From an optimization exercise on the open Yosys and OpenROAD flow, aimed at a short achievable clock period and few clock cycles; shortcuts taken in it are not production practice.
Function was checked by simulation only, so behaviour that the tests miss may differ from the original.

==> design.v <==
`default_nettype none
package lc4_isa_pkg;
   typedef logic [15:0] word_t;
   typedef logic [2:0]  reg_sel_t;
   localparam logic [3:0] OP_ARITH = 4'b0001;
   localparam logic [3:0] OP_LOGIC = 4'b0101;
   localparam logic [3:0] OP_LDR   = 4'b0110;
   localparam logic [3:0] OP_STR   = 4'b0111;
   localparam logic [3:0] OP_CONST = 4'b1001;
endpackage
`default_nettype wire
`default_nettype none
module lc4_decoder
(
   input  wire [15:0] i_insn,
   output wire [12:0] o_flags,
   output wire [31:0] o_masks
);
   logic       o_rs_alu;    
   logic       o_rt_re;     
   logic       o_rd_we;
   logic       o_ld;
   logic       o_st_op;
   logic       o_mul;
   logic       o_zero_a;    
   logic       o_use_imm;   
   logic [4:0] o_op;        
   wire [3:0] opc = i_insn[15:12];
   assign o_flags = {o_op, o_use_imm, o_zero_a, o_mul, o_st_op, o_ld, o_rd_we, o_rt_re, o_rs_alu};
   wire [7:0] rs1h = 8'd1 << i_insn[8:6];
   wire [7:0] rt1h = 8'd1 << i_insn[2:0];
   wire [7:0] rd1h = 8'd1 << i_insn[11:9];
   assign o_masks = {{8{o_rd_we}} & rd1h,
                     {8{o_st_op}} & rd1h,
                     {8{o_ld | o_st_op}} & rs1h,
                     ({8{o_rs_alu}} & rs1h) | ({8{o_rt_re}} & rt1h)};
   always_comb begin
      o_rs_alu  = 1'b0;
      o_rt_re   = 1'b0;
      o_rd_we   = 1'b0;
      o_ld      = 1'b0;
      o_st_op   = 1'b0;
      o_mul     = 1'b0;
      o_zero_a  = 1'b0;
      o_use_imm = 1'b0;
      o_op      = 5'b00001;
      case (opc)
         4'b0001: begin
            if (i_insn[5]) begin   
               o_rs_alu  = 1'b1;
               o_rd_we   = 1'b1;
               o_use_imm = 1'b1;
            end else if (i_insn[4:3] != 2'b11 && i_insn[5:3] != 3'b011) begin
               o_rs_alu = 1'b1;
               o_rt_re  = 1'b1;
               o_rd_we  = 1'b1;
               o_mul    = (i_insn[5:3] == 3'b001);
               o_op     = (i_insn[5:3] == 3'b010) ? 5'b00010 : 5'b00001;
            end
         end
         4'b0101: begin
            if (i_insn[5:3] == 3'b000 || i_insn[5:3] == 3'b010 || i_insn[5:3] == 3'b011) begin
               o_rs_alu = 1'b1;
               o_rt_re  = 1'b1;
               o_rd_we  = 1'b1;
               o_op     = (i_insn[5:3] == 3'b000) ? 5'b00100 :
                          (i_insn[5:3] == 3'b010) ? 5'b01000 : 5'b10000;
            end
         end
         4'b0110: begin
            o_rd_we = 1'b1;
            o_ld    = 1'b1;
         end
         4'b0111: begin
            o_st_op = 1'b1;
         end
         4'b1001: begin
            o_rd_we   = 1'b1;
            o_zero_a  = 1'b1;
            o_use_imm = 1'b1;
         end
         default: ;
      endcase
   end
endmodule
`default_nettype wire
`default_nettype none
module mul_s1
(
   input  wire [15:0] i_a,
   input  wire [15:0] i_b,
   output wire [63:0] o_rows
);
   function automatic [31:0] csa(input [15:0] x, input [15:0] y, input [15:0] z);
      logic [15:0] s, c;
      s = x ^ y ^ z;
      c = (x & y) | (x & z) | (y & z);
      csa = {c[14:0], 1'b0, s};
   endfunction
   logic [15:0] row [0:7];
   logic [15:0] negs;
   logic [16:0] bx;
   logic        neg, one, two;
   logic [15:0] x;
   always_comb begin
      bx   = {i_b, 1'b0};
      negs = 16'h0000;
      for (int i = 0; i < 8; i++) begin
         neg = bx[2*i+2];
         one = bx[2*i+1] ^ bx[2*i];
         two = (bx[2*i+2] & ~bx[2*i+1] & ~bx[2*i]) | (~bx[2*i+2] & bx[2*i+1] & bx[2*i]);
         x   = ({16{one}} & i_a) | ({16{two}} & {i_a[14:0], 1'b0});
         row[i]      = ({16{neg}} ^ x) << (2*i);
         negs[2*i]   = neg;
      end
   end
   wire [31:0] l1_0 = csa(row[0], row[1], row[2]);
   wire [31:0] l1_1 = csa(row[3], row[4], row[5]);
   wire [31:0] l1_2 = csa(row[6], row[7], negs);
   wire [31:0] l2_0 = csa(l1_0[15:0],  l1_0[31:16], l1_1[15:0]);
   wire [31:0] l2_1 = csa(l1_1[31:16], l1_2[15:0],  l1_2[31:16]);
   assign o_rows = {l2_1, l2_0};
endmodule
module mul_s2
(
   input  wire [63:0] i_rows,
   output wire [15:0] o_p
);
   function automatic logic [15:0] ladd(input logic [15:0] x, input logic [15:0] z);
      logic [15:0] g, tp, h, tt, hn, tn;
      g  = x & z;
      tp = x | z;
      h  = g | {g[14:0], 1'b0};
      tt = {tp[14:0], 1'b1} & {tp[13:0], 2'b11};
      for (int d = 2; d < 16; d = d * 2) begin
         for (int i = 0; i < 16; i++) begin
            if (i >= d) begin
               hn[i] = h[i] | (tt[i] & h[i - d]);
               tn[i] = tt[i] & tt[i - d];
            end else begin
               hn[i] = h[i];
               tn[i] = tt[i];
            end
         end
         h  = hn;
         tt = tn;
      end
      ladd = (x ^ z) ^ {tp[14:0] & h[14:0], 1'b0};
   endfunction
   function automatic [31:0] csa(input [15:0] x, input [15:0] y, input [15:0] z);
      logic [15:0] s, c;
      s = x ^ y ^ z;
      c = (x & y) | (x & z) | (y & z);
      csa = {c[14:0], 1'b0, s};
   endfunction
   wire [31:0] l3 = csa(i_rows[15:0], i_rows[31:16], i_rows[47:32]);
   wire [31:0] l4 = csa(l3[15:0], l3[31:16], i_rows[63:48]);
   assign o_p = ladd(l4[15:0], l4[31:16]);
endmodule
`default_nettype wire
`default_nettype none
module lc4_superscalar
#(
   parameter logic [15:0] RESET_PC = 16'h8200
) (
   input  wire        gwe,
   input  wire        i_rst_n,
   output wire [15:0] o_cur_pc,         
   input  wire [15:0] i_insn_a,
   input  wire [15:0] i_insn_b,
   output wire [15:0] o_dmem_addr,
   input  wire [15:0] i_dmem_data,
   output wire        o_dmem_we,
   output wire [15:0] o_dmem_towrite
);
   localparam int N  = 3;           
   localparam int NS = 2 * N + 1;   
   logic [15:0] pc;
   logic [15:0] w   [0:N-1];     
   logic [12:0] wf  [0:N-1];     
   logic [31:0] wm  [0:N-1];     
   logic [15:0] rf  [0:7];
   logic          x_we  [0:N-1];
   logic          x_ld  [0:N-1];
   logic          x_mul [0:N-1];
   logic [2:0]    x_rd  [0:N-1];
   logic [4:0]    x_op  [0:N-1];
   logic [15:0]   x_s   [0:N-1];
   logic [15:0]   x_t   [0:N-1];
   logic [NS-1:0] x_ss  [0:N-1];    
   logic [NS-1:0] x_ts  [0:N-1];
   logic          y_v;
   logic [15:0]   y_s, y_t;
   logic [NS-1:0] y_ss, y_ts;
   logic          m_we  [0:N-1];
   logic          m_mul [0:N-1];
   logic [2:0]    m_rd  [0:N-1];
   logic [15:0]   m_res [0:N-1];
   logic [63:0]   m_rows;
   logic          r_we  [0:N-1];
   logic [2:0]    r_rd  [0:N-1];
   logic [15:0]   r_res [0:N-1];
   logic [15:0] dm_addr, dm_wdata;
   logic        dm_we;
   logic [7:0] h_alu, h_base, h_st, h_ax;
   function automatic logic hit(input logic we, input logic [2:0] rd, input logic [2:0] r);
      hit = we && (rd == r);
   endfunction
   function automatic logic [NS-1:0] bsel(input logic use_it, input logic [2:0] r);
      logic [NS-1:0] s;
      logic          found;
      s     = '0;
      found = ~use_it;
      for (int k = N - 1; k >= 0; k--) begin
         s[k]  = ~found & hit(x_we[k], x_rd[k], r);
         found = found | s[k];
      end
      for (int k = N - 1; k >= 0; k--) begin
         s[N + k] = ~found & hit(m_we[k], m_rd[k], r);
         found    = found | s[N + k];
      end
      s[2 * N] = ~found | ~use_it;
      bsel = s;
   endfunction
   function automatic logic [15:0] byp(input logic [NS-1:0] s, input logic [15:0] v);
      logic [15:0] o;
      o = {16{s[2 * N]}} & v;
      for (int k = 0; k < N; k++) begin
         o = o | ({16{s[k]}} & m_res[k]) | ({16{s[N + k]}} & r_res[k]);
      end
      byp = o;
   endfunction
   function automatic logic [15:0] ladd(input logic [15:0] x, input logic [15:0] z, input logic ci);
      logic [16:0] xx, zz, g, tp, h, tt, hn, tn;
      xx = {x, ci};
      zz = {z, ci};
      g  = xx & zz;
      tp = xx | zz;
      h  = g | {g[15:0], 1'b0};
      tt = {tp[15:0], 1'b1} & {tp[14:0], 2'b11};
      for (int d = 2; d < 17; d = d * 2) begin
         for (int i = 0; i < 17; i++) begin
            if (i >= d) begin
               hn[i] = h[i] | (tt[i] & h[i - d]);
               tn[i] = tt[i] & tt[i - d];
            end else begin
               hn[i] = h[i];
               tn[i] = tt[i];
            end
         end
         h  = hn;
         tt = tn;
      end
      ladd = (x ^ z) ^ (tp[15:0] & h[15:0]);
   endfunction
   function automatic logic [15:0] alu(input logic [4:0] op, input logic [15:0] s, input logic [15:0] t);
      alu = ({16{op[0]}} & ladd(s, t, 1'b0)) | ({16{op[1]}} & ladd(s, ~t, 1'b1)) |
            ({16{op[2]}} & (s & t)) | ({16{op[3]}} & (s | t)) | ({16{op[4]}} & (s ^ t));
   endfunction
   logic [2:0]  e_rs   [0:N-1];
   logic [2:0]  e_rt   [0:N-1];
   logic [2:0]  e_rd   [0:N-1];    
   logic        e_rsa  [0:N-1];    
   logic        e_rtr  [0:N-1];    
   logic        e_we   [0:N-1];
   logic        e_ld   [0:N-1];
   logic        e_st   [0:N-1];
   logic        e_mem  [0:N-1];
   logic        e_mul  [0:N-1];
   logic        e_zero [0:N-1];
   logic        e_imme [0:N-1];
   logic [4:0]  e_op   [0:N-1];
   logic [15:0] e_imm  [0:N-1];
   logic [15:0] e_rfs  [0:N-1];
   logic [15:0] e_rft  [0:N-1];
   logic [15:0] e_agu  [0:N-1];
   logic        e_ok   [0:N-1];    
   logic        e_om   [0:N-1];    
   logic        e_ou   [0:N-1];    
   logic        is     [0:N-1];    
   function automatic logic raw(input int o, input int y);   
      raw = |(wm[o][31:24] & (wm[y][7:0] | wm[y][15:8] | wm[y][23:16]));
   endfunction
   function automatic logic wx(input int o, input int y);    
      wx = |(wm[y][31:24] & (wm[o][7:0] | wm[o][15:8] | wm[o][23:16] | wm[o][31:24]));
   endfunction
   always_comb begin
      logic        mem_before, mul_before, ok;
      logic [15:0] e_base;
      mem_before = 1'b0;
      mul_before = 1'b0;
      for (int i = 0; i < N; i++) begin
         e_rs[i]   = w[i][8:6];
         e_rt[i]   = w[i][2:0];
         e_rd[i]   = w[i][11:9];
         e_rsa[i]  = wf[i][0];
         e_rtr[i]  = wf[i][1];
         e_we[i]   = wf[i][2];
         e_ld[i]   = wf[i][3];
         e_st[i]   = wf[i][4];
         e_mul[i]  = wf[i][5];
         e_zero[i] = wf[i][6];
         e_imme[i] = wf[i][7];
         e_op[i]   = wf[i][12:8];
         e_mem[i]  = wf[i][3] | wf[i][4];
         e_imm[i]  = wf[i][6] ? {{7{w[i][8]}}, w[i][8:0]} : {{11{w[i][4]}}, w[i][4:0]};
         e_rfs[i]  = rf[e_rs[i]];
         e_rft[i]  = rf[e_rt[i]];
         e_base    = '0;
         for (int r = 0; r < 8; r++) e_base = e_base | ({16{wm[i][8 + r]}} & rf[r]);
         e_agu[i]  = ladd(e_base, {{10{w[i][5]}}, w[i][5:0]}, 1'b0);
         e_ok[i]   = ~|((wm[i][7:0] & h_alu) | (wm[i][15:8] & h_base) | (wm[i][23:16] & h_st));
         e_om[i]   = e_mem[i] & ~mem_before;
         e_ou[i]   = e_mul[i] & ~mul_before;
         mem_before = mem_before | e_mem[i];
         mul_before = mul_before | e_mul[i];
      end
      for (int i = 0; i < N; i++) begin
         ok = e_ok[i] & (~e_mem[i] | e_om[i]) & (~e_mul[i] | e_ou[i]);
         for (int j = 0; j < i; j++) begin
            ok = ok & ~raw(j, i) & (is[j] | ~wx(j, i));
         end
         is[i] = ok;
      end
   end
   wire [12:0] fi_a, fi_b;
   wire [31:0] mi_a, mi_b;
   lc4_decoder u_dec_a (.i_insn(i_insn_a), .o_flags(fi_a), .o_masks(mi_a));
   lc4_decoder u_dec_b (.i_insn(i_insn_b), .o_flags(fi_b), .o_masks(mi_b));
   logic [15:0] nw  [0:N-1];
   logic [12:0] nwf [0:N-1];
   logic [31:0] nwm [0:N-1];
   logic [1:0]  nfetch;
   always_comb begin
      int left;
      left = 0;
      for (int p = 0; p < N; p++) begin
         nw[p]  = '0;
         nwf[p] = '0;
         nwm[p] = '0;
      end
      for (int k = 0; k < N; k++) begin
         for (int p = 0; p <= k; p++) begin
            if (!is[k] && left == p) begin
               nw[p]  = w[k];
               nwf[p] = wf[k];
               nwm[p] = wm[k];
            end
         end
         if (!is[k]) left = left + 1;
      end
      for (int p = 0; p < N; p++) begin
         if (left == p) begin
            nw[p]  = i_insn_a;
            nwf[p] = fi_a;
            nwm[p] = mi_a;
         end
         if (left + 1 == p) begin
            nw[p]  = i_insn_b;
            nwf[p] = fi_b;
            nwm[p] = mi_b;
         end
      end
      nfetch = (left <= N - 2) ? 2'd2 : (left == N - 1) ? 2'd1 : 2'd0;
   end
   wire [15:0] pc_1 = pc + 16'd1;
   wire [15:0] pc_2 = pc + 16'd2;
   always_ff @(posedge gwe or negedge i_rst_n) begin
      if (!i_rst_n) begin
         pc <= RESET_PC;
         for (int i = 0; i < N; i++) begin
            w[i]  <= '0;
            wf[i] <= '0;
            wm[i] <= '0;
         end
      end else begin
         pc <= ({16{nfetch == 2'd2}} & pc_2) | ({16{nfetch == 2'd1}} & pc_1) |
               ({16{nfetch == 2'd0}} & pc);
         for (int i = 0; i < N; i++) begin
            w[i]  <= nw[i];
            wf[i] <= nwf[i];
            wm[i] <= nwm[i];
         end
      end
   end
   assign o_cur_pc = pc;
   always_ff @(posedge gwe or negedge i_rst_n) begin
      if (!i_rst_n) begin
         for (int i = 0; i < N; i++) begin
            x_we[i]  <= 1'b0;
            x_ld[i]  <= 1'b0;
            x_mul[i] <= 1'b0;
         end
         y_v <= 1'b0;
      end else begin
         for (int i = 0; i < N; i++) begin
            x_we[i]  <= is[i] & e_we[i];
            x_ld[i]  <= is[i] & e_ld[i];
            x_mul[i] <= is[i] & e_mul[i];
         end
         y_v <= n_mu;
      end
   end
   always_ff @(posedge gwe) begin
      for (int i = 0; i < N; i++) begin
         x_rd[i] <= e_rd[i];
         x_op[i] <= e_op[i];
         x_s[i]  <= e_zero[i] ? 16'h0000 : e_rfs[i];
         x_t[i]  <= e_imme[i] ? e_imm[i] : e_rft[i];
         x_ss[i] <= bsel(e_rsa[i], e_rs[i]);
         x_ts[i] <= bsel(e_rtr[i], e_rt[i]);
      end
   end
   always_ff @(posedge gwe) begin
      logic [15:0]   s, t;
      logic [NS-1:0] ss, ts;
      s  = '0;
      t  = '0;
      ss = '0;
      ts = '0;
      for (int i = 0; i < N; i++) begin
         s  = s  | ({16{e_ou[i]}} & e_rfs[i]);
         t  = t  | ({16{e_ou[i]}} & e_rft[i]);
         ss = ss | ({NS{e_ou[i]}} & bsel(1'b1, e_rs[i]));
         ts = ts | ({NS{e_ou[i]}} & bsel(1'b1, e_rt[i]));
      end
      y_s  <= s;
      y_t  <= t;
      y_ss <= ss;
      y_ts <= ts;
   end
   logic [7:0] n_mx, n_ax;
   logic       n_mu;
   always_comb begin
      n_mx = '0;
      n_ax = '0;
      n_mu = 1'b0;
      for (int i = 0; i < N; i++) begin
         n_mu = n_mu | (is[i] & e_mul[i]);
         n_ax = n_ax | ({8{is[i]}} & wm[i][31:24]);
         n_mx = n_mx | ({8{is[i] & e_mul[i]}} & wm[i][31:24]);
      end
   end
   always_ff @(posedge gwe or negedge i_rst_n) begin
      if (!i_rst_n) begin
         h_alu  <= '0;
         h_base <= '0;
         h_st   <= '0;
         h_ax   <= '0;
      end else begin
         h_alu  <= n_mx;
         h_base <= n_ax | h_ax;
         h_st   <= n_mx | h_alu;
         h_ax   <= n_ax;
      end
   end
   logic [15:0] x_res [0:N-1];
   always_comb begin
      for (int i = 0; i < N; i++) begin
         x_res[i] = x_ld[i] ? i_dmem_data : alu(x_op[i], byp(x_ss[i], x_s[i]), byp(x_ts[i], x_t[i]));
      end
   end
   wire [63:0] x_rows;
   mul_s1 u_mul1 (.i_a(byp(y_ss, y_s)), .i_b(byp(y_ts, y_t)), .o_rows(x_rows));
   always_ff @(posedge gwe or negedge i_rst_n) begin
      if (!i_rst_n) begin
         for (int i = 0; i < N; i++) begin
            m_we[i]  <= 1'b0;
            m_mul[i] <= 1'b0;
         end
      end else begin
         for (int i = 0; i < N; i++) begin
            m_we[i]  <= x_we[i];
            m_mul[i] <= x_mul[i];
         end
      end
   end
   always_ff @(posedge gwe) begin
      for (int i = 0; i < N; i++) begin
         m_rd[i]  <= x_rd[i];
         m_res[i] <= x_res[i];
      end
      if (y_v) m_rows <= x_rows;
   end
   wire [15:0] m_prod;
   mul_s2 u_mul2 (.i_rows(m_rows), .o_p(m_prod));
   logic [15:0] m_fin [0:N-1];
   always_comb begin
      for (int i = 0; i < N; i++) m_fin[i] = m_mul[i] ? m_prod : m_res[i];
   end
   always_ff @(posedge gwe or negedge i_rst_n) begin
      if (!i_rst_n) begin
         for (int r = 0; r < 8; r++) rf[r] <= 16'h0000;
      end else begin
         for (int i = 0; i < N; i++) begin
            if (m_we[i]) rf[m_rd[i]] <= m_fin[i];   
         end
      end
   end
   always_ff @(posedge gwe or negedge i_rst_n) begin
      if (!i_rst_n) begin
         for (int i = 0; i < N; i++) r_we[i] <= 1'b0;
      end else begin
         for (int i = 0; i < N; i++) r_we[i] <= m_we[i];
      end
   end
   always_ff @(posedge gwe) begin
      for (int i = 0; i < N; i++) begin
         r_rd[i]  <= m_rd[i];
         r_res[i] <= m_fin[i];
      end
   end
   logic [2:0]  mw_sd;
   logic [15:0] mw_addr;
   logic        mw_st;
   always_comb begin
      mw_sd   = '0;
      mw_addr = '0;
      mw_st   = 1'b0;
      for (int i = 0; i < N; i++) begin
         mw_sd   = mw_sd   | ({3{e_om[i]}} & e_rd[i]);
         mw_addr = mw_addr | ({16{e_om[i]}} & e_agu[i]);
         mw_st   = mw_st   | (is[i] & e_st[i]);
      end
   end
   logic [15:0] mw_data;
   always_comb begin
      logic found, sel;
      mw_data = '0;
      found   = 1'b0;
      for (int k = N - 1; k >= 0; k--) begin
         sel     = ~found & hit(x_we[k], x_rd[k], mw_sd);
         mw_data = mw_data | ({16{sel}} & x_res[k]);
         found   = found | sel;
      end
      for (int k = N - 1; k >= 0; k--) begin
         sel     = ~found & hit(m_we[k], m_rd[k], mw_sd);
         mw_data = mw_data | ({16{sel}} & m_res[k]);
         found   = found | sel;
      end
      mw_data = mw_data | ({16{~found}} & rf[mw_sd]);
   end
   always_ff @(posedge gwe or negedge i_rst_n) begin
      if (!i_rst_n) begin
         dm_we <= 1'b0;
      end else begin
         dm_we <= mw_st;
      end
   end
   always_ff @(posedge gwe) begin
      dm_addr  <= mw_addr;
      dm_wdata <= mw_data;
   end
   assign o_dmem_addr    = dm_addr;
   assign o_dmem_we      = dm_we;
   assign o_dmem_towrite = dm_wdata;
endmodule
`default_nettype wire
==> flow/run.sh <==
#!/bin/bash
# The standard layout (the standard.sh: ORFS synthesis to final layout)
# with timing repair aimed at a period below the constraint: repair_timing
# keeps working on paths until their slack is at least SETUP_SLACK_MARGIN.
# Everything else, the constraints included, is as in the standard flow.
set -euo pipefail
MARGIN=5.6
bash standard.sh SETUP_SLACK_MARGIN=$MARGIN finish > run_standard.log 2>&1
==> standard.sh <==
#!/bin/bash
# synth_recipe.tcl (not shown) runs the flow's synth.tcl, then flattens the netlist and writes it again
# the make line also repeats each setting of config.mk as NAME=value (left out here)
make -C /OpenROAD-flow-scripts/flow DESIGN_CONFIG=/design/flow/config.mk WORK_HOME=/design/flow/orfs CLKGATE_MAP_FILE= SYNTH_SCRIPT=/design/flow/synth_recipe.tcl "${@:-finish}"
==> config.mk <==
export PLATFORM = sky130hd
export DESIGN_NAME = lc4_superscalar
export DESIGN_NICKNAME = lc4_superscalar
export VERILOG_FILES = /design/flow/design.v
export SDC_FILE = /design/flow/constraint.sdc
export NUM_CORES = 4
export LEC_CHECK = 0
export ABC_CLOCK_PERIOD_IN_PS = 3000
export CAP_MARGIN = 20
export CORE_MARGIN = 2
export CORE_UTILIZATION = 40
export PLACE_DENSITY = 0.6
export SLEW_MARGIN = 20
export TNS_END_PERCENT = 100
==> constraint.sdc <==
create_clock -name core_clock -period 9.0 [get_ports {gwe}]
set_input_delay 1.8000 -clock core_clock [delete_from_list [all_inputs] [get_ports {gwe}]]
set_output_delay 1.8000 -clock core_clock [all_outputs]
set_load 0.01 [all_outputs]
==> results of run 1 <==
## cell usage after synthesis (92+ instances only)
| cell type | count |
|---|---|
| nand2_1 | 593 |
| a22oi_1 | 582 |
| nand4_1 | 110 |
| a221oi_1 | 123 |
| nor3_1 | 164 |
| ha_1 | 295 |
| clkbuf_1 | 694 |
| nor2_1 | 643 |
| a222oi_1 | 171 |
| inv_1 | 371 |
| dfxtp_1 | 345 |
| o21ai_0 | 475 |
| dfrtp_1 | 362 |
| o22ai_1 | 139 |
| buf_1 | 102 |
| o211ai_1 | 118 |
| nand3_1 | 245 |
| a211oi_1 | 173 |
| xnor2_1 | 203 |
| mux2i_1 | 152 |
| xor2_1 | 92 |
| a21oi_1 | 460 |
## cells by family (layout without fill, tap and decap cells)
family	count (synthesis)	after routing	synth area share [%]
mux	241	241	4.92
simple gates	2143	2154	16.1
flops	753	753	27.9
other cells	0	31	0
fa+ha+maj	349	349	7.50
compound gates	2811	2814	31.9
xor+xnor	295	295	4.16
buf+inv	1227	1451	7.54
## worst paths after layout
path	from	end	slack [ns]	cells after the start
worst max-delay path	wf[2][4]	dm_wdata[11]	4.88	13
worst min-delay path	wf[0][10]	x_op[0][2]	0.37	0
worst max register to register	wf[2][4]	dm_wdata[11]	4.88	13
worst min register to register	wf[0][10]	x_op[0][2]	0.37	0
max in group asynchronous	i_rst_n	m_we[1]	6.55	2
min in group asynchronous	i_rst_n	wm[2][26]	1.01	1
## metal layers
| metal | track usage (%) | vias up | share of wire [%] |
|---|---|---|---|
| li1 | - | 29700 | - |
| met1 | 55.1 | 36500 | 34 |
| met2 | 65.7 | 7394 | 39 |
| met3 | 24.8 | 2714 | 16 |
| met4 | 39.5 | 62 | 11 |
| met5 | 4.06 | - | 0.30 |
## stage by stage
| step | cell area [um2] | util [%] | std cells | worst slack [ns] |
|---|---|---|---|---|
| global placement | 64600 | 41.9 | 9388 | 2.72 |
| finish | 80600 | 52.3 | 10100 | 4.88 |
| CTS | 76100 | 49.4 | 9923 | 5.09 |
| global route | 80500 | 52.3 | 10100 | 4.94 |
| detailed placement | 64600 | 41.9 | 9391 | 2.54 |
| floorplan | 62200 | - | 7819 | 5.45 |
## area by class of cell
class,instances,share of cell area [%]
multi-input combinational,5853,56.0
sequential,753,22.0
timing repair buffer,893,12.7
clock buffer,127,3.36
tap,2044,3.17
inverter,382,1.87
clock inverter,47,0.789
antenna,31,0.0963
timing repair inverter,2,0.0295
## worst reg2reg max path, cell delays in order, from the launching register on
cell and delay (ns):
dfrtp_1 0.51, nor2_1 0.51, nor3_4 0.10, buf_8 0.19
a221oi_1 0.53, a221oi_4 0.06, buf_4 0.22, nor2_1 0.10
nor4bb_2 0.33, buf_4 0.30, nor3b_2 0.75, a221o_1 0.23
a221o_1 0.13, a221o_1 0.10
## repair_timing
item,in CTS,in global routing
gates resized for setup,1107,600
setup endpoints to repair,413,393
gates cloned,59,13
pin swaps,319,358
setup buffers,299,161
hold buffers,0,0
## state kept, by name, summed over array words and instances (netlist names), 36 cells and up
register	flops
m_rows	44
m_res	48
wf	39
x_s	48
x_t	48
rf	128
w	36
r_res	48
wm	96
==> flow_summary.ini, run 1 <==
[status]
outcome = timing/DRC/antenna clean

[grt]
gr-total-overflow = 0
grt_pass1_vias = 69400
grt_max_degree = 167
antenna_found_initial = 48
grt_pass1_wl_um = 546000
gr-usage-all-layers_pct = 48.1

[final_layout]
nNetsFinal = 8364
drive_gt1_share_pct = 24.8
nFillCells = 14000
seqCellArea_um2 = 17700
syn_to_final_growth_pct = 29.8
layout_common_cells = nor2_1, nand2_1, a22oi_1
multi_input_area_um2 = 45100
layout_commonest_cell = nor2_1

[synth]
synth-edff-count = 44
ys.flop_type = dfrtp_1
yosysWarnings = 51
yosysTopAreaCell = dfrtp_1
syn_area_per_cell_um2 = 7.93
synthTopCellsByArea = dfrtp_1, dfxtp_1, a22oi_1, ha_1, clkbuf_1
syn_inst = 7819
synth_top_area_share_pct = 14.6
synth_cell_types = 110
synthArstFlopShare_pct = 48.3
seq_area_frac_synth_pct = 27.9
syn-cell-area_um2 = 62000
synth-seq-cells = 753
synth_fp_nets = 8206

[drt]
drt_first_iter_violations = 15400
wl_um = 403000
post_drt_wl_per_cell_um = 39.8
antenna_left = 0
viasPerCell = 7.54
vias = 76400
drt_pass1_iterations = 14
drc_errors = 0

[floorplanning]
die_w_um = 398
core_um2 = 154000
start_util_pct = 40.3
dieArea_um2 = 158000
die_y_um = 398
io_pins = 99
rows = 144

[sta]
finalCritPeriodShare_pct = 45.8
rsz0062_at_grt = true
finalSetupViolCount = 0
slew-limit-headroom_pct = 7.80
fin_hold_ws_ns = 0.371
finalSetupTns_ns = 0
hold_viol = 0
skew_ns = 0.0516
max_freq_mhz = 242
slew_viol_final = 0
tightest_slew_ns = 1.38
fin_crit_ns = 4.12

[placed_design]
place_congestion = 1.12
io_buffers = 98
place_hpwl_um = 260000

[hold_path]
hold_class = reg2reg

[clock_network]
clk_path_buf_depth = 3
numCtsBuffers = 92
cts_root_buf = clkbuf_16
htree_num_levels = 3
clock_sinks = 753
clk_latency_ns = 0.78
clkTransAtPathRegs_ns = 0.07
tritoncts = yes

[worst_setup_path]
crit_slowest_cell = nor3b_2
cp.required_ns = 9.68
cp_max_fo = 12
crit_type = reg2reg
slowest_delay_ns = 0.74
crit_buf_inv = 3
crit_chain = nor2_1 > nor3_4 > buf_8 > a221oi_1 > a221oi_4 > buf_4 > nor2_1 > nor4bb_2 > buf_4 > nor3b_2 > a221o_1 > a221o_1 > a221o_1
crit_path_frequent_cell = a221o_1
cp_data_arrival_time_ns = 4.81
cp-end-kind = register
cp_top_family = simple AND/OR/NAND/NOR gates
critPathLaunchType = register

[flow_run]
maxCapViolCount = 0
Testbench counts, summed over its fixed seeds: cycles 13,700.
==> run 2: changes to the inputs <==
==> run.sh (new file) <==
#!/bin/bash
# synth_recipe.tcl (not shown) runs the flow's synth.tcl, then flattens the netlist and writes it again
# the make line also repeats each setting of config.mk as NAME=value (left out here)
make -C /OpenROAD-flow-scripts/flow DESIGN_CONFIG=/design/flow/config.mk WORK_HOME=/design/flow/orfs CLKGATE_MAP_FILE= SYNTH_SCRIPT=/design/flow/synth_recipe.tcl finish
--- a/config.mk
+++ b/config.mk
@@ -11,4 +11,5 @@
 export CORE_UTILIZATION = 40
 export PLACE_DENSITY = 0.6
+export SETUP_SLACK_MARGIN = 5
 export SLEW_MARGIN = 20
 export TNS_END_PERCENT = 100
removed: flow/run.sh
removed: standard.sh
==> flow_summary.ini, run 2 <==
[sta]
skew_ns = 0.0615
fin_crit_ns = 4.23
max_freq_mhz = 236
finalCritPeriodShare_pct = 47.0
tightest_slew_ns = 1.36
fin_hold_ws_ns = 0.375
finalSetupTns_ns = 0
hold_viol = 0
finalSetupViolCount = 0
rsz0062_at_grt = true
slew_viol_final = 0
slew-limit-headroom_pct = 9.54

[floorplanning]
io_pins = 99
dieArea_um2 = 158000
die_w_um = 398
rows = 144
start_util_pct = 40.3
core_um2 = 154000
die_y_um = 398

[final_layout]
nFillCells = 15000
largest_register_ffs = 128
layout_common_cells = nor2_1, nand2_1, a22oi_1
multi_input_area_um2 = 41300
nNetsFinal = 7957
drive_gt1_share_pct = 13.5
regMostFlops = rf
reg_top3 = rf x128, wm x96
syn_to_final_growth_pct = 13.9
final_util_pct = 45.9
layout_commonest_cell = nor2_1
seqCellArea_um2 = 17600

[clock_network]
clk_latency_ns = 0.80
postCtsHoldBufs = 0
clock_sinks = 753
numCtsBuffers = 93
tritoncts = yes
cts_root_buf = clkbuf_16
htree_num_levels = 3
clk_path_buf_depth = 3
clkTransAtPathRegs_ns = 0.07

[drt]
vias = 71800
drc_errors = 0
wl_um = 374000
antenna_left = 0
post_drt_wl_per_cell_um = 38.4
drt_pass1_iterations = 15
viasPerCell = 7.39
drt_first_iter_violations = 13500

[worst_setup_path]
slowest_delay_ns = 0.93
cp-end-kind = register
cp.required_ns = 9.59
crit_chain = buf_4 > nand2_1 > o22ai_1 > o21ai_0 > o21ai_0 > mux2i_1
cp_top_family = compound AO/OA/AOI/OAI gates
cp_max_fo = 39
critPathLaunchType = register
crit_slowest_cell = o21ai_0
critical_path.startpoint = w[2][0]
cp_data_arrival_time_ns = 4.82
crit_type = reg2reg
regToRegStartpoint = w[2][0]
crit_path_frequent_cell = o21ai_0
crit_buf_inv = 1

[grt]
antenna_found_initial = 36
grt_pass1_wl_um = 514000
grt_pass1_vias = 65400
gr-total-overflow = 0
grt_max_degree = 132
gr-usage-all-layers_pct = 45.1

[synth]
yosysTopAreaCell = dfrtp_1
synth-edff-count = 44
yosysWarnings = 51
syn_area_per_cell_um2 = 7.93
synthTopCellsByArea = dfrtp_1, dfxtp_1, a22oi_1, ha_1, clkbuf_1
synth.most_common_cell = clkbuf_1
seq_area_frac_synth_pct = 27.9
syn_inst = 7819
ys.flop_type = dfrtp_1
synthArstFlopShare_pct = 48.3
synth-seq-cells = 753
synth_fp_nets = 8206
yosys-top-cells-count = clkbuf_1, nor2_1, nand2_1
syn-cell-area_um2 = 62000
synth_top_area_share_pct = 14.6
synth_cell_types = 110

[status]
outcome = timing/DRC/antenna clean

[hold_path]
hold_class = reg2reg
min_from = wf[0][9]

[placed_design]
place_congestion = 1.11
place_hpwl_um = 264000
io_buffers = 98

[flow_run]
maxCapViolCount = 0
-- run 2: path summary, 6_finish.rpt --
check / end / slack [ns] / cells past startpoint
worst max-delay path: x_t[2][5] / 4.77 / 6
worst max register to register: x_t[2][5] / 4.77 / 6
worst min register to register: x_op[0][1] / 0.38 / 0
worst min-delay path: x_op[0][1] / 0.38 / 0
max in group asynchronous: rf[6][4] / 6.46 / 2
min in group asynchronous: wm[2][26] / 1.11 / 1
-- run 2: repair_timing --
item,in CTS,in global routing
endpoints found under the setup margin,279,238
setup buffers,43,65
pin swaps,50,79
gates cloned,9,6
resized for setup,249,185
-- run 2: layout make-up --
type / count / share of cell area (%)
Antenna cell: 30 / 0.106
Sequential cell: 753 / 24.8
Clock inverter: 48 / 0.844
Clock buffer: 126 / 3.74
Inverter: 382 / 2.07
Timing Repair Buffer: 495 / 6.42
Multi-Input combinational cell: 5844 / 58.4
Tap cell: 2044 / 3.62
Timing Repair inverter: 1 / 0.00708
-- run 2: logic make-up after synthesis --
| group | synth area share, % |
|---|---|
| mux | 4.92 |
| fa+ha+maj | 7.50 |
| xor+xnor | 4.16 |
| compound gates | 31.9 |
| buf+inv | 7.54 |
| flops | 27.9 |
| simple gates | 16.1 |
-- run 2: metal layers --
metal	vias to the layer above	GRT usage (%)	wire, um
met1	34600	54.2	134000
li1	28900	-	-
met3	2021	19.3	53800
met5	-	2.42	785
met4	43	33.8	36400
met2	6320	63.3	149000
-- run 2: metrics by stage --
| stage | std cells | area, um2 | setup slack [ns] |
|---|---|---|---|
| CTS | 9619 | 69200 | 4.93 |
| global placement | 9393 | 64600 | 3.17 |
| global route | 9697 | 70600 | 4.84 |
| finish | 9723 | 70700 | 4.77 |
| detailed placement | 9393 | 64600 | 3.01 |
| floorplan | 7819 | 62000 | 5.24 |

afterwards: timing with drivers on the ports:
Ports are ideal in the flow. The routed layouts listed here were re-timed in OpenROAD.
Step 1 (the two cells are an assumption about what drives the block):
set clk [get_ports {gwe}]
set_driving_cell -lib_cell sky130_fd_sc_hd__clkbuf_16 $clk
set_driving_cell -lib_cell sky130_fd_sc_hd__buf_2 [delete_from_list [all_inputs] $clk]
Step 2 moves the port delays by t, midway between the first and last clock arrival at a register: inputs arrive t later, outputs are due t later. That takes back most of the time a late clock gives input paths.
Three values: ideal, step 1, step 2; two values: the first two.
run | shift t [ns] | setup slack, ns | worst setup path after step 2 | latest minus earliest clock arrival (ns) | cell pins on the clock port's net
run 1 | 0.841 | 4.876 / 4.876 / 4.434 | input to register | 0.053 / 0.053 | 1
run 2 | 0.849 | 4.770 / 4.770 / 4.290 | input to register | 0.063 / 0.062 | 1
After both steps setup and hold are still met in every run listed. For run 2, which loses most, drivers alone change the setup slack by 0.000 ns; drivers and shift together by -0.480 ns.
